This is an optimization exercise on Yosys and OpenROAD, whose aim is small area, a short achievable clock period and few clock cycles per item, not a production implementation. At most, simulation tests tie the RTL to the original design; equivalence was not proved. Only the layout flow was run in run 1; the RTL was not checked for function there. Power and IR drop assume default switching activity.

`config.mk`:
```
export PLATFORM = sky130hd
export DESIGN_NAME = sequential_list_engine
export DESIGN_NICKNAME = sequential_list_engine
export VERILOG_FILES = /design/flow/design.v
export SDC_FILE = /design/flow/constraint.sdc
export NUM_CORES = 4
export LEC_CHECK = 0
export CAP_MARGIN = 20
export CORE_MARGIN = 2
export CORE_UTILIZATION = 40
export SLEW_MARGIN = 20
```
`constraint.sdc`:
```
create_clock -name core_clock -period 6.0 [get_ports {clk}]
set_input_delay 1.2000 -clock core_clock [delete_from_list [all_inputs] [get_ports {clk}]]
set_output_delay 1.2000 -clock core_clock [all_outputs]
set_load 0.01 [all_outputs]
```
`design.v`:
```
package sle_pkg;
  localparam int DEPTH_DEF      = 16;
  localparam int DATA_WIDTH_DEF = 32;
  localparam logic [2:0] CMD_APPEND  = 3'd0;
  localparam logic [2:0] CMD_INSERT  = 3'd1;
  localparam logic [2:0] CMD_FIND    = 3'd2;
  localparam logic [2:0] CMD_REMOVE  = 3'd3;
  localparam logic [2:0] CMD_WRITE   = 3'd4;
  localparam logic [2:0] CMD_READ    = 3'd5;
  localparam logic [2:0] CMD_CLEAR   = 3'd6;
endpackage
module sequential_list_engine (
  input  logic          clk,
  input  logic          rst,
  input  logic          req_valid,
  output logic          req_ready,
  input  logic [2:0]    req_cmd,
  input  logic [31:0]   req_value,
  input  logic [3:0]    req_position,
  output logic          rsp_valid,
  input  logic          rsp_ready,
  output logic          rsp_ok,
  output logic [3:0]    rsp_found_index,
  output logic [31:0]   rsp_read_value,
  output logic [4:0]    rsp_count
);
  localparam int N = 16;
  logic [31:0] ent [N];
  logic [4:0]  cnt;
  logic        r_valid;
  logic [2:0]  r_cmd;
  logic [31:0] r_val;
  logic [3:0]  r_pos;
  logic        s_valid;
  logic        s_ok;
  logic [3:0]  s_idx;
  logic [31:0] s_rd;
  logic [4:0]  s_cnt;
  logic exec, take, o_take;
  assign exec      = r_valid && !s_valid;
  assign req_ready = !r_valid || !s_valid;
  assign take      = req_valid && req_ready;
  assign o_take    = rsp_valid && rsp_ready;
  always_ff @(posedge clk) begin
    if (rst) begin
      r_valid <= 1'b0;
    end else if (take) begin
      r_valid <= 1'b1;
    end else if (exec) begin
      r_valid <= 1'b0;
    end
  end
  always_ff @(posedge clk) begin
    if (take) begin
      r_cmd <= req_cmd;
      r_val <= req_value;
      r_pos <= req_position;
    end
  end
  logic is_app, is_ins, is_find, is_rem, is_wr, is_rd, is_clr;
  assign is_app  = (r_cmd == sle_pkg::CMD_APPEND);
  assign is_ins  = (r_cmd == sle_pkg::CMD_INSERT);
  assign is_find = (r_cmd == sle_pkg::CMD_FIND);
  assign is_rem  = (r_cmd == sle_pkg::CMD_REMOVE);
  assign is_wr   = (r_cmd == sle_pkg::CMD_WRITE);
  assign is_rd   = (r_cmd == sle_pkg::CMD_READ);
  assign is_clr  = (r_cmd == sle_pkg::CMD_CLEAR);
  logic full, pos_le, pos_lt;
  assign full   = cnt[4];
  assign pos_le = ({1'b0, r_pos} <= cnt);
  assign pos_lt = ({1'b0, r_pos} < cnt);
  logic [N-1:0] match;
  logic [N-1:0] geh;       
  logic         hit;
  logic [3:0]   hidx;
  always_comb begin
    for (int j = 0; j < N; j++) begin
      match[j] = (ent[j] == r_val) && (5'(j) < cnt);
    end
    geh[0] = match[0];
    for (int j = 1; j < N; j++) begin
      geh[j] = geh[j-1] | match[j];
    end
    hit  = geh[N-1];
    hidx = 4'd0;
    for (int j = N - 1; j >= 0; j--) begin
      if (match[j]) hidx = 4'(j);
    end
  end
  logic       ins_ok, rem_ok, wr_ok, ok;
  logic [3:0] ipos;
  logic [4:0] cnt_nx;
  assign ins_ok = (is_app || (is_ins && pos_le)) && !full;
  assign rem_ok = is_rem && hit;
  assign wr_ok  = is_wr && pos_lt;
  assign ipos   = is_app ? cnt[3:0] : r_pos;
  always_comb begin
    ok = 1'b0;
    if (ins_ok || rem_ok || wr_ok || is_clr) ok = 1'b1;
    if (is_find && hit) ok = 1'b1;
    if (is_rd && pos_lt) ok = 1'b1;
    cnt_nx = cnt;
    if (ins_ok) cnt_nx = cnt + 5'd1;
    if (rem_ok) cnt_nx = cnt - 5'd1;
    if (is_clr) cnt_nx = 5'd0;
  end
  always_ff @(posedge clk) begin
    if (rst) begin
      cnt <= 5'd0;
    end else if (exec) begin
      cnt <= cnt_nx;
    end
  end
  logic [N-1:0] s_h, s_l, s_r, s_v;
  always_comb begin
    for (int j = 0; j < N; j++) begin
      s_l[j] = exec && ins_ok && (4'(j) > ipos);
      s_v[j] = exec && ((ins_ok && 4'(j) == ipos) || (wr_ok && 4'(j) == r_pos));
      s_r[j] = exec && rem_ok && geh[j];
      s_h[j] = !(s_l[j] || s_v[j] || s_r[j]);
    end
  end
  always_ff @(posedge clk) begin
    for (int j = 0; j < N; j++) begin
      ent[j] <= ({32{s_h[j]}} & ent[j])
              | ({32{s_l[j]}} & ent[(j == 0) ? 0 : j - 1])
              | ({32{s_r[j]}} & ent[(j == N - 1) ? N - 1 : j + 1])
              | ({32{s_v[j]}} & r_val);
    end
  end
  logic        x_ok;
  logic [3:0]  x_idx;
  logic [31:0] x_rd;
  assign x_ok  = ok;
  assign x_idx = (is_find && hit) ? hidx : 4'd0;
  assign x_rd  = (is_rd && pos_lt) ? ent[r_pos] : 32'd0;
  always_ff @(posedge clk) begin
    if (rst) begin
      rsp_valid <= 1'b0;
      s_valid   <= 1'b0;
    end else begin
      if (exec) begin
        rsp_valid <= 1'b1;
        if (rsp_valid && !rsp_ready) s_valid <= 1'b1;
      end else if (s_valid) begin
        if (rsp_ready) s_valid <= 1'b0;
      end else if (rsp_ready) begin
        rsp_valid <= 1'b0;
      end
    end
  end
  always_ff @(posedge clk) begin
    if (exec && rsp_valid && !rsp_ready) begin
      s_ok  <= x_ok;
      s_idx <= x_idx;
      s_rd  <= x_rd;
      s_cnt <= cnt_nx;
    end
    if (s_valid) begin
      if (o_take) begin
        rsp_ok          <= s_ok;
        rsp_found_index <= s_idx;
        rsp_read_value  <= s_rd;
        rsp_count       <= s_cnt;
      end
    end else if (exec && (!rsp_valid || rsp_ready)) begin
      rsp_ok          <= x_ok;
      rsp_found_index <= x_idx;
      rsp_read_value  <= x_rd;
      rsp_count       <= cnt_nx;
    end
  end
endmodule
```
`run.sh`:
```
#!/bin/bash
# synth_recipe.tcl (not shown) runs the flow's synth.tcl, then flattens the netlist and writes it again
# the make line also repeats each setting of config.mk as NAME=value (left out here)
make -C /OpenROAD-flow-scripts/flow DESIGN_CONFIG=/design/flow/config.mk WORK_HOME=/design/flow/orfs CLKGATE_MAP_FILE= SYNTH_SCRIPT=/design/flow/synth_recipe.tcl finish
```
==> flow_metrics.py, run 1 <==
metrics = {
    "setup_path": {
        "worst_path_max_delay_cell": "edfxtp_1",
        "crit_chain": "buf_4, xor2_1, nor4_1, nand4_1, nor3_1, nor4_1, and2_1, a31oi_4, nor3_4, buf_4, a221o_1",
        "criticalPathCategory": "reg2reg",
        "worst-path-max-fanout": 32,
        "startpoint_type": "flip-flop",
        "required_ps": 6600,
        "critPathCaptureType": "flip-flop",
        "max_stage_delay_ps": 1140,
        "arrival_ps": 5950,
    },
    "clock_network": {
        "post_cts_buffers": 0,
        "clkLatencyLatePin_ps": 670,
        "cts_resized": 0,
        "cts_root_buffer": "clkbuf_16",
        "clk_path_buf_depth": 3,
        "clkSinkCount": 643,
        "clk_pin_slew_ps": 60,
        "numCtsBuffers": 79,
        "cts_max_level": 3,
        "ctsHoldBuffers": 0,
        "cts_tree": "done",
    },
    "synth": {
        "synth-seq-cells": 643,
        "synth_edf_count": 123,
        "synth-async-reset-ratio_pct": 0,
        "syn_area_sq_um": 36950,
        "synthTopCellsByArea": "dfxtp_1 28%, edfxtp_1 10%, xor2_1 8.7%, a22o_1 8.2%, a221o_1 7.7%",
        "postSynthCellCount": 3848,
        "yosys_warnings": 2,
        "synthFlopType": "dfxtp_1",
        "synth-seq-area-share_pct": 38.17,
        "synth_fp_nets": 3898,
        "synth.largest_area_cell": "dfxtp_1",
        "synth_cell_types": 81,
        "avgSynthCellArea_sq_um": 9.602,
        "synth_top_cell_area_share_pct": 28.17,
    },
    "power_and_ir_drop": {
        "total_power_w": 0.01306,
        "peakVddDrop_uv": 256.4,
        "p_leak_nw": 15.71,
        "cellPowerDensity_nw_per_um2": 312.4,
    },
    "layout": {
        "fin_cells": 5039,
        "layout_commonest_cell": "dfxtp_1",
        "area_growth_pct": 13.16,
        "multiInputGateArea_sq_um": 21100,
        "drive_above_1_share_pct": 13.11,
        "final_core_util_pct": 45.61,
        "regArea_sq_um": 14100,
        "final_cell_mix": "519 x dfxtp_1, 369 x xor2_1, 345 x a22o_1",
        "n_fill_cell": 8798,
        "fin_nets": 3841,
    },
    "placed_design": {
        "dp_hpwl_um": 138300,
        "port_buffers": 86,
        "placed_cells": 4896,
        "globalplace.congestion": 1.146,
    },
    "timing": {
        "slew_headroom_pct": 16.89,
        "report.final.setup_viol": 0,
        "fmaxAchievable_mhz": 187.2,
        "hold_violations": 0,
        "tns_ps": 0,
        "rsz0062_at_grt": "false",
        "finalWorstPathRequiredPeriod_ps": 5343,
        "drv_slew": 0,
        "finClkSkew_ps": 26.76,
        "tightestPinTransition_ps": 1235,
        "period_share_pct": 89.04,
    },
    "floorplan": {
        "die_width_um": 307.9,
        "die_area_sq_um": 94820,
        "io_pins": 87,
        "start_util_pct": 40.31,
        "fp.coreArea_sq_um": 91660,
        "rows": 111,
        "die_h_um": 307.9,
    },
    "route": {
        "wl_per_cell_um": 36.21,
        "antenna_left": 0,
        "drc": 0,
        "dr_total_vias": 35570,
        "via_per_inst": 7.060,
        "initialDrtViolationCount": 6376,
        "firstDrtPassIters": 7,
        "wl_um": 182500,
    },
    "global_routing": {
        "grt_pass1_vias": 32030,
        "antenna_found_initial": 1,
        "grt_pass1_wl_um": 254700,
        "grt_max_degree": 65,
        "grt_use_total_pct": 37.43,
        "grt_overflow": 0,
    },
    "job": {
        "drv_cap": 0,
    },
    "status": {
        "run_status": "timing/DRC/antenna clean",
    },
    "worst_hold_path": {
        "hold_class": "reg2reg",
    },
}
-- worst paths after layout --
check | endpoint | start | slack, ps | cells after the start
max | ent[10][27]$_DFF_P_ | r_val[16]$_DFFE_PP_ | 660 | 11
min | ent[7][11]$_DFF_P_ | ent[7][11]$_DFF_P_ | 510 | 2
max reg2reg | ent[10][27]$_DFF_P_ | r_val[16]$_DFFE_PP_ | 660 | 11
min reg2reg | ent[7][11]$_DFF_P_ | ent[7][11]$_DFF_P_ | 510 | 2
-- per-stage QoR --
step | instance area [sq um] | hold WS, ps | worst slack [ps]
final | 41810 | 512.0 | 657.4
after global routing | 41810 | 526.9 | 840.4
after CTS | 41810 | 502.3 | 1088
after detailed placement | 39170 | 494.4 | 1123
after global placement | 39170 | 486.7 | 793.7
after floorplan | 36950 | 466.3 | 2239
-- flip-flops by register name, indices dropped and copies added, names as in the netlist, 3 cells and up --
name,cells
rsp_found_index,4
s_idx,4
rsp_read_value,32
r_cmd,3
cnt,5
r_val,32
s_rd,32
r_pos,4
s_cnt,5
rsp_count,5
ent,512
-- kinds of logic after synthesis --
family                     Yosys count  share of synthesized area, %
AOI/OAI and AO/OA                 1308                         30.30
and+or+nand+nor                    890                         11.99
DFF                                643                         38.17
xor gates and xnor gates           515                         12.21
buffers and inverters              447                         5.950
muxes                               38                         1.141
adders and majority gates            7                        0.2370
-- synthesized netlist by cell type (all sizes together), types with 8 or more instances --
library cell and count:
o211ai 99, nor4 106, nand4 94, mux2 33, nand3 90, xnor2 146, a221oi 26, a22o 345
and3 8, clkbuf 254, o21ai 16, a21bo 8, nor2 114, a22oi 313, nor3 66, edfxtp 123
a221o 286, o31ai 13, a222oi 56, dfxtp 520, buf 152, nand2b 8, or3 10, xor2 369
a21o 33, nand2 364, a21oi 64, inv 39, o22ai 8, a211oi 8
-- routing by layer --
metal | vias to the layer above | GRT usage [%] | part of all wire [%]
li1 | 14880 | - | -
met2 | 2684 | 52.70 | 41
met5 | - | 0 | 0
met3 | 404 | 10.88 | 13
met1 | 17610 | 50.40 | 40
met4 | 0 | 22.25 | 7.0
-- where the power goes --
part           internal [W]  switching, W
logic              0.000810       0.00118
registers           0.00492       0.00117
clock network       0.00296       0.00202
total               0.00869       0.00437
-- area by class of cell --
type                    instances  area share (%)
multi-input cells            2758           50.48
flip-flops and latches        643           33.74
repair buffers                268           5.566
clock buffers                 115           5.515
well taps                    1186           3.549
clock inverters                27          0.7841
inverters                      41          0.3681
diodes                          1        0.005985
-- worst max-delay path, delay by kind of cell (launching register included) --
kind                   cells  cell delay [ps]
flip-flops                 1             1140
AO/OA/AOI/OAI              2              710
buffers and inverters      2              830
XOR/XNOR                   1              280
AND/OR/NAND/NOR            6             2260
==> inputs of run 2 (changes only) <==
--- a/design.v
+++ b/design.v
@@ -31,16 +31,11 @@
   logic [2:0]  r_cmd;
   logic [31:0] r_val;
   logic [3:0]  r_pos;
-  logic        s_valid;
-  logic        s_ok;
-  logic [3:0]  s_idx;
-  logic [31:0] s_rd;
-  logic [4:0]  s_cnt;
-  logic exec, take, o_take;
-  assign exec      = r_valid && !s_valid;
-  assign req_ready = !r_valid || !s_valid;
+  logic stall, exec, take;
+  assign stall     = rsp_valid && !rsp_ready;
+  assign exec      = r_valid && !stall;
+  assign req_ready = !(r_valid && stall);
   assign take      = req_valid && req_ready;
-  assign o_take    = rsp_valid && rsp_ready;
   always_ff @(posedge clk) begin
     if (rst) begin
       r_valid <= 1'b0;
@@ -111,62 +106,35 @@
       cnt <= cnt_nx;
     end
   end
-  logic [N-1:0] s_h, s_l, s_r, s_v;
-  always_comb begin
-    for (int j = 0; j < N; j++) begin
-      s_l[j] = exec && ins_ok && (4'(j) > ipos);
-      s_v[j] = exec && ((ins_ok && 4'(j) == ipos) || (wr_ok && 4'(j) == r_pos));
-      s_r[j] = exec && rem_ok && geh[j];
-      s_h[j] = !(s_l[j] || s_v[j] || s_r[j]);
-    end
-  end
   always_ff @(posedge clk) begin
-    for (int j = 0; j < N; j++) begin
-      ent[j] <= ({32{s_h[j]}} & ent[j])
-              | ({32{s_l[j]}} & ent[(j == 0) ? 0 : j - 1])
-              | ({32{s_r[j]}} & ent[(j == N - 1) ? N - 1 : j + 1])
-              | ({32{s_v[j]}} & r_val);
-    end
-  end
-  logic        x_ok;
-  logic [3:0]  x_idx;
-  logic [31:0] x_rd;
-  assign x_ok  = ok;
-  assign x_idx = (is_find && hit) ? hidx : 4'd0;
-  assign x_rd  = (is_rd && pos_lt) ? ent[r_pos] : 32'd0;
-  always_ff @(posedge clk) begin
-    if (rst) begin
-      rsp_valid <= 1'b0;
-      s_valid   <= 1'b0;
-    end else begin
-      if (exec) begin
-        rsp_valid <= 1'b1;
-        if (rsp_valid && !rsp_ready) s_valid <= 1'b1;
-      end else if (s_valid) begin
-        if (rsp_ready) s_valid <= 1'b0;
-      end else if (rsp_ready) begin
-        rsp_valid <= 1'b0;
+    if (exec) begin
+      for (int j = 0; j < N; j++) begin
+        if (ins_ok && 4'(j) == ipos) begin
+          ent[j] <= r_val;
+        end else if (ins_ok && 4'(j) > ipos) begin
+          ent[j] <= ent[(j == 0) ? 0 : j - 1];
+        end else if (rem_ok && geh[j]) begin
+          ent[j] <= ent[(j == N - 1) ? N - 1 : j + 1];
+        end else if (wr_ok && 4'(j) == r_pos) begin
+          ent[j] <= r_val;
+        end
       end
     end
   end
   always_ff @(posedge clk) begin
-    if (exec && rsp_valid && !rsp_ready) begin
-      s_ok  <= x_ok;
-      s_idx <= x_idx;
-      s_rd  <= x_rd;
-      s_cnt <= cnt_nx;
+    if (rst) begin
+      rsp_valid <= 1'b0;
+    end else if (exec) begin
+      rsp_valid <= 1'b1;
+    end else if (rsp_ready) begin
+      rsp_valid <= 1'b0;
     end
-    if (s_valid) begin
-      if (o_take) begin
-        rsp_ok          <= s_ok;
-        rsp_found_index <= s_idx;
-        rsp_read_value  <= s_rd;
-        rsp_count       <= s_cnt;
-      end
-    end else if (exec && (!rsp_valid || rsp_ready)) begin
-      rsp_ok          <= x_ok;
-      rsp_found_index <= x_idx;
-      rsp_read_value  <= x_rd;
+  end
+  always_ff @(posedge clk) begin
+    if (exec) begin
+      rsp_ok          <= ok;
+      rsp_found_index <= (is_find && hit) ? hidx : 4'd0;
+      rsp_read_value  <= (is_rd && pos_lt) ? ent[r_pos] : 32'd0;
       rsp_count       <= cnt_nx;
     end
   end
==> run 2 against run 1 <==
  * Global-route usage rose by 2.5 points
  * Utilization is 0.086 points higher
  * Register-to-register slack better by 250 ps
  * Combinational power down about 30%
  * First-iteration DRC count up 18%
  * Critical path type unchanged
  * Critical endpoint is now ent[0][27]$_DFFE_PP_
  * Largest power group unchanged
==> flow_metrics.py, run 2 <==
metrics = {
    "global_routing": {
        "grt_max_degree": 65,
        "grt_overflow": 0,
        "grt_use_total_pct": 39.89,
        "antenna_found_initial": 6,
        "grt_pass1_vias": 30900,
        "grt_pass1_wl_um": 268900,
    },
    "clock_network": {
        "cts_root_buffer": "clkbuf_16",
        "post_cts_buffers": 0,
        "ctsHoldBuffers": 0,
        "cts_max_level": 3,
        "clkLatencyLatePin_ps": 660,
        "numCtsBuffers": 74,
        "clk_pin_slew_ps": 60,
        "cts_resized": 0,
        "clkSinkCount": 600,
        "cts_tree": "done",
        "clk_path_buf_depth": 3,
    },
    "layout": {
        "final_cell_mix": "593 x edfxtp_1, 333 x nor2_1, 305 x nand2_1",
        "drive_above_1_share_pct": 10.90,
        "reg.largest.list": "ent: 512 flops, r_val: 32 flops, rsp_read_value: 32 flops",
        "area_growth_pct": 12.75,
        "fin_nets": 3754,
        "fin_cells": 5018,
        "layout_commonest_cell": "edfxtp_1",
        "largest_register_ffs": 512,
        "final_core_util_pct": 45.70,
        "largest-register": "ent",
    },
    "timing": {
        "finClkSkew_ps": 31.13,
        "fmaxAchievable_mhz": 196.5,
        "drv_slew": 0,
        "tns_ps": 0,
        "hold_violations": 0,
        "report.final.setup_viol": 0,
        "rsz0062_at_grt": "false",
        "slew_headroom_pct": 18.89,
        "finalWorstPathRequiredPeriod_ps": 5088,
        "period_share_pct": 84.81,
        "tightestPinTransition_ps": 1217,
        "holdWs_ps": 546.8,
    },
    "setup_path": {
        "criticalPathCategory": "reg2reg",
        "critPathCaptureType": "flip-flop",
        "critPathBufInv": 3,
        "crit_family": "simple AND/OR/NAND/NOR gates",
        "required_ps": 6340,
        "crit_chain": "buf_12, xor2_1, nor4_1, nand3_1, a2111oi_2, buf_4, or4_4, or4_4, and3_2, a211oi_1, nor2_4, buf_4",
        "startpoint_type": "flip-flop",
        "arrival_ps": 5430,
        "worst_path_max_delay_cell": "edfxtp_1",
        "max_stage_delay_ps": 970,
        "worst-path-max-fanout": 32,
    },
    "synth": {
        "synth-seq-cells": 600,
        "synth.largest_area_cell": "edfxtp_1",
        "synthTopCellsByArea": "edfxtp_1 47%, xor2_1 6.0%, xnor2_1 5.9%, a22oi_1 4.5%, mux2i_1 3.9%",
        "synthAdderAreaFrac_pct": 0.2308,
        "synth_most_common_cell": "edfxtp_1",
        "yosys-mux-area-fraction_pct": 5.636,
        "synthFlopType": "edfxtp_1",
        "synth_top_cell_area_share_pct": 46.93,
        "postSynthCellCount": 3722,
        "synth_xor_area_share_pct": 11.87,
        "synth-seq-area-share_pct": 47.30,
        "syn_area_sq_um": 37940,
        "yosys-top-cells-count": "593 x edfxtp_1, 355 x nor2_1, 307 x nand2_1",
        "yosys_warnings": 2,
        "synth-simple-area-share_pct": 13.07,
        "synth_edf_count": 593,
        "synth_cell_types": 83,
        "synth_top_family_by_area": "compound AO/OA/AOI/OAI gates",
        "synth-async-reset-ratio_pct": 0,
        "avgSynthCellArea_sq_um": 10.19,
        "synth_fp_nets": 3772,
        "synth-compound-area-share_pct": 16.66,
    },
    "power_and_ir_drop": {
        "power_frac_clock_pct": 41.6,
        "p_sw_share_pct": 28.61,
        "peakVddDrop_uv": 221.9,
        "p_leak_nw": 14.14,
        "total_power_w": 0.01081,
        "cellPowerDensity_nw_per_um2": 252.7,
        "p_int_w": 0.007718,
        "p_sw_w": 0.003092,
        "p_comb_share_pct": 12.9,
        "seq_power_share_pct": 45.5,
    },
    "route": {
        "wl_um": 200000,
        "antenna_left": 0,
        "wl_per_cell_um": 39.86,
        "drc": 0,
        "via_per_inst": 6.839,
        "initialDrtViolationCount": 7505,
        "dr_total_vias": 34320,
        "firstDrtPassIters": 6,
    },
    "floorplan": {
        "io_pins": 87,
        "die_width_um": 312.0,
        "rows": 112,
        "die_h_um": 312.0,
        "fp.coreArea_sq_um": 93610,
        "die_area_sq_um": 97330,
        "start_util_pct": 40.53,
    },
    "placed_design": {
        "dp_hpwl_um": 150100,
        "globalplace.congestion": 1.061,
        "placed_cells": 4881,
        "port_buffers": 86,
    },
    "status": {
        "run_status": "timing/DRC/antenna clean",
    },
    "job": {
        "drv_cap": 0,
    },
    "worst_hold_path": {
        "hold_class": "reg2reg",
    },
}
## run 2: changes by cell type after synthesis, moves of 108 or more
cell	delta
dfxtp_1	-513
a22o_1	-314
mux2i_1	+143
o22ai_1	+114
nor2_1	+244
xnor2_1	+108
a221o_1	-244
edfxtp_1	+470
a21oi_1	+187
xor2_1	-109
## run 2: through the flow
step	setup slack [ps]	instance area, sq um
6_report	911.6	42780
5_1_grt	943.7	42770
4_1_cts	1147	42750
3_5_place_dp	1160	40450
3_3_place_gp	893.1	40450
2_1_floorplan	1056	37940
## run 2: path summary, 6_finish.rpt
kind                        start                     end  slack [ps]  cells after the start
max reg2reg   r_val[21]$_DFFE_PP_    ent[0][27]$_DFFE_PP_         910                     12
min reg2reg  r_valid$_SDFFE_PP0P_  rsp_valid$_SDFFE_PP0P_         550                      2
max           r_val[21]$_DFFE_PP_    ent[0][27]$_DFFE_PP_         910                     12
min          r_valid$_SDFFE_PP0P_  rsp_valid$_SDFFE_PP0P_         550                      2
## run 2: power by group through the flow
stage,clock (W),sequential [W],combinational [W]
2_1_floorplan,0,0.00487,0.000819
3_3_place_gp,0,0.00499,0.00132
3_5_place_dp,0,0.00499,0.00133
4_1_cts,0.00450,0.00490,0.00133
5_1_grt,0.00465,0.00491,0.00143
6_report,0.00450,0.00492,0.00140
## run 2: area by class of cell
class	instances	area, sq um
clock buffers	95	1952
multi-input cells	2714	18490
clock inverters	39	347.8
inverters	62	232.7
fillers	8851	50830
flip-flops and latches	600	17950
well taps	1254	1569
repair buffers	252	2240
diodes	2	5.005
## run 2: per-layer routing
layer | routed length, um | track usage, % | share of wire (%) | vias up
met5 | 76 | 0.6770 | 0.038 | -
met4 | 13680 | 22.60 | 6.8 | 2
met3 | 30390 | 12.69 | 15 | 440
met2 | 80560 | 55.39 | 40 | 3258
met1 | 75320 | 54.52 | 38 | 16770
li1 | - | - | - | 13850
## run 2: worst register-to-register path: stages (launching register included)
cell       delay, ps
edfxtp_1         970
buf_12           250
xor2_1           600
nor4_1           110
nand3_1          140
a2111oi_2         60
buf_4            200
or4_4            670
or4_4            740
and3_2           290
a211oi_1         390
nor2_4            40
buf_4            310
## run 2: cells by family after synthesis
| group | after synthesis |
|---|---|
| muxes | 201 |
| and+or+nand+nor | 1055 |
| xor gates and xnor gates | 514 |
| buffers and inverters | 408 |
| adders and majority gates | 7 |
| DFF | 600 |
| AOI/OAI and AO/OA | 937 |
Testbench counts of run 2, summed over its fixed seeds: cycles 17,071, items 16,000.

[static timing again, ports no longer ideal]
In the flow no input, the clock included, has a driving cell. The finished layouts below were timed again as built, in two steps. Step 1: set_driving_cell puts a clkbuf_16 on clk and a buf_2 on each other input, an assumption about the parent block. Step 2, shift: input delay + t, output delay - t, t = (earliest + latest rising clock arrival at the registers) / 2. This alone moves slack from input paths to output paths. Slacks: ideal ports / drivers / drivers and shift; pairs: ideal ports / drivers.
run	t, ns	slack for setup (ns)	slew at the worst register clock pin (ns)	pins driven straight from the clock port
run 1	0.728	0.657 / 0.657 / 0.657	0.07 / 0.07	1
run 2	0.722	0.912 / 0.912 / 0.912	0.07 / 0.07	1
After both steps every run listed still meets setup and hold.
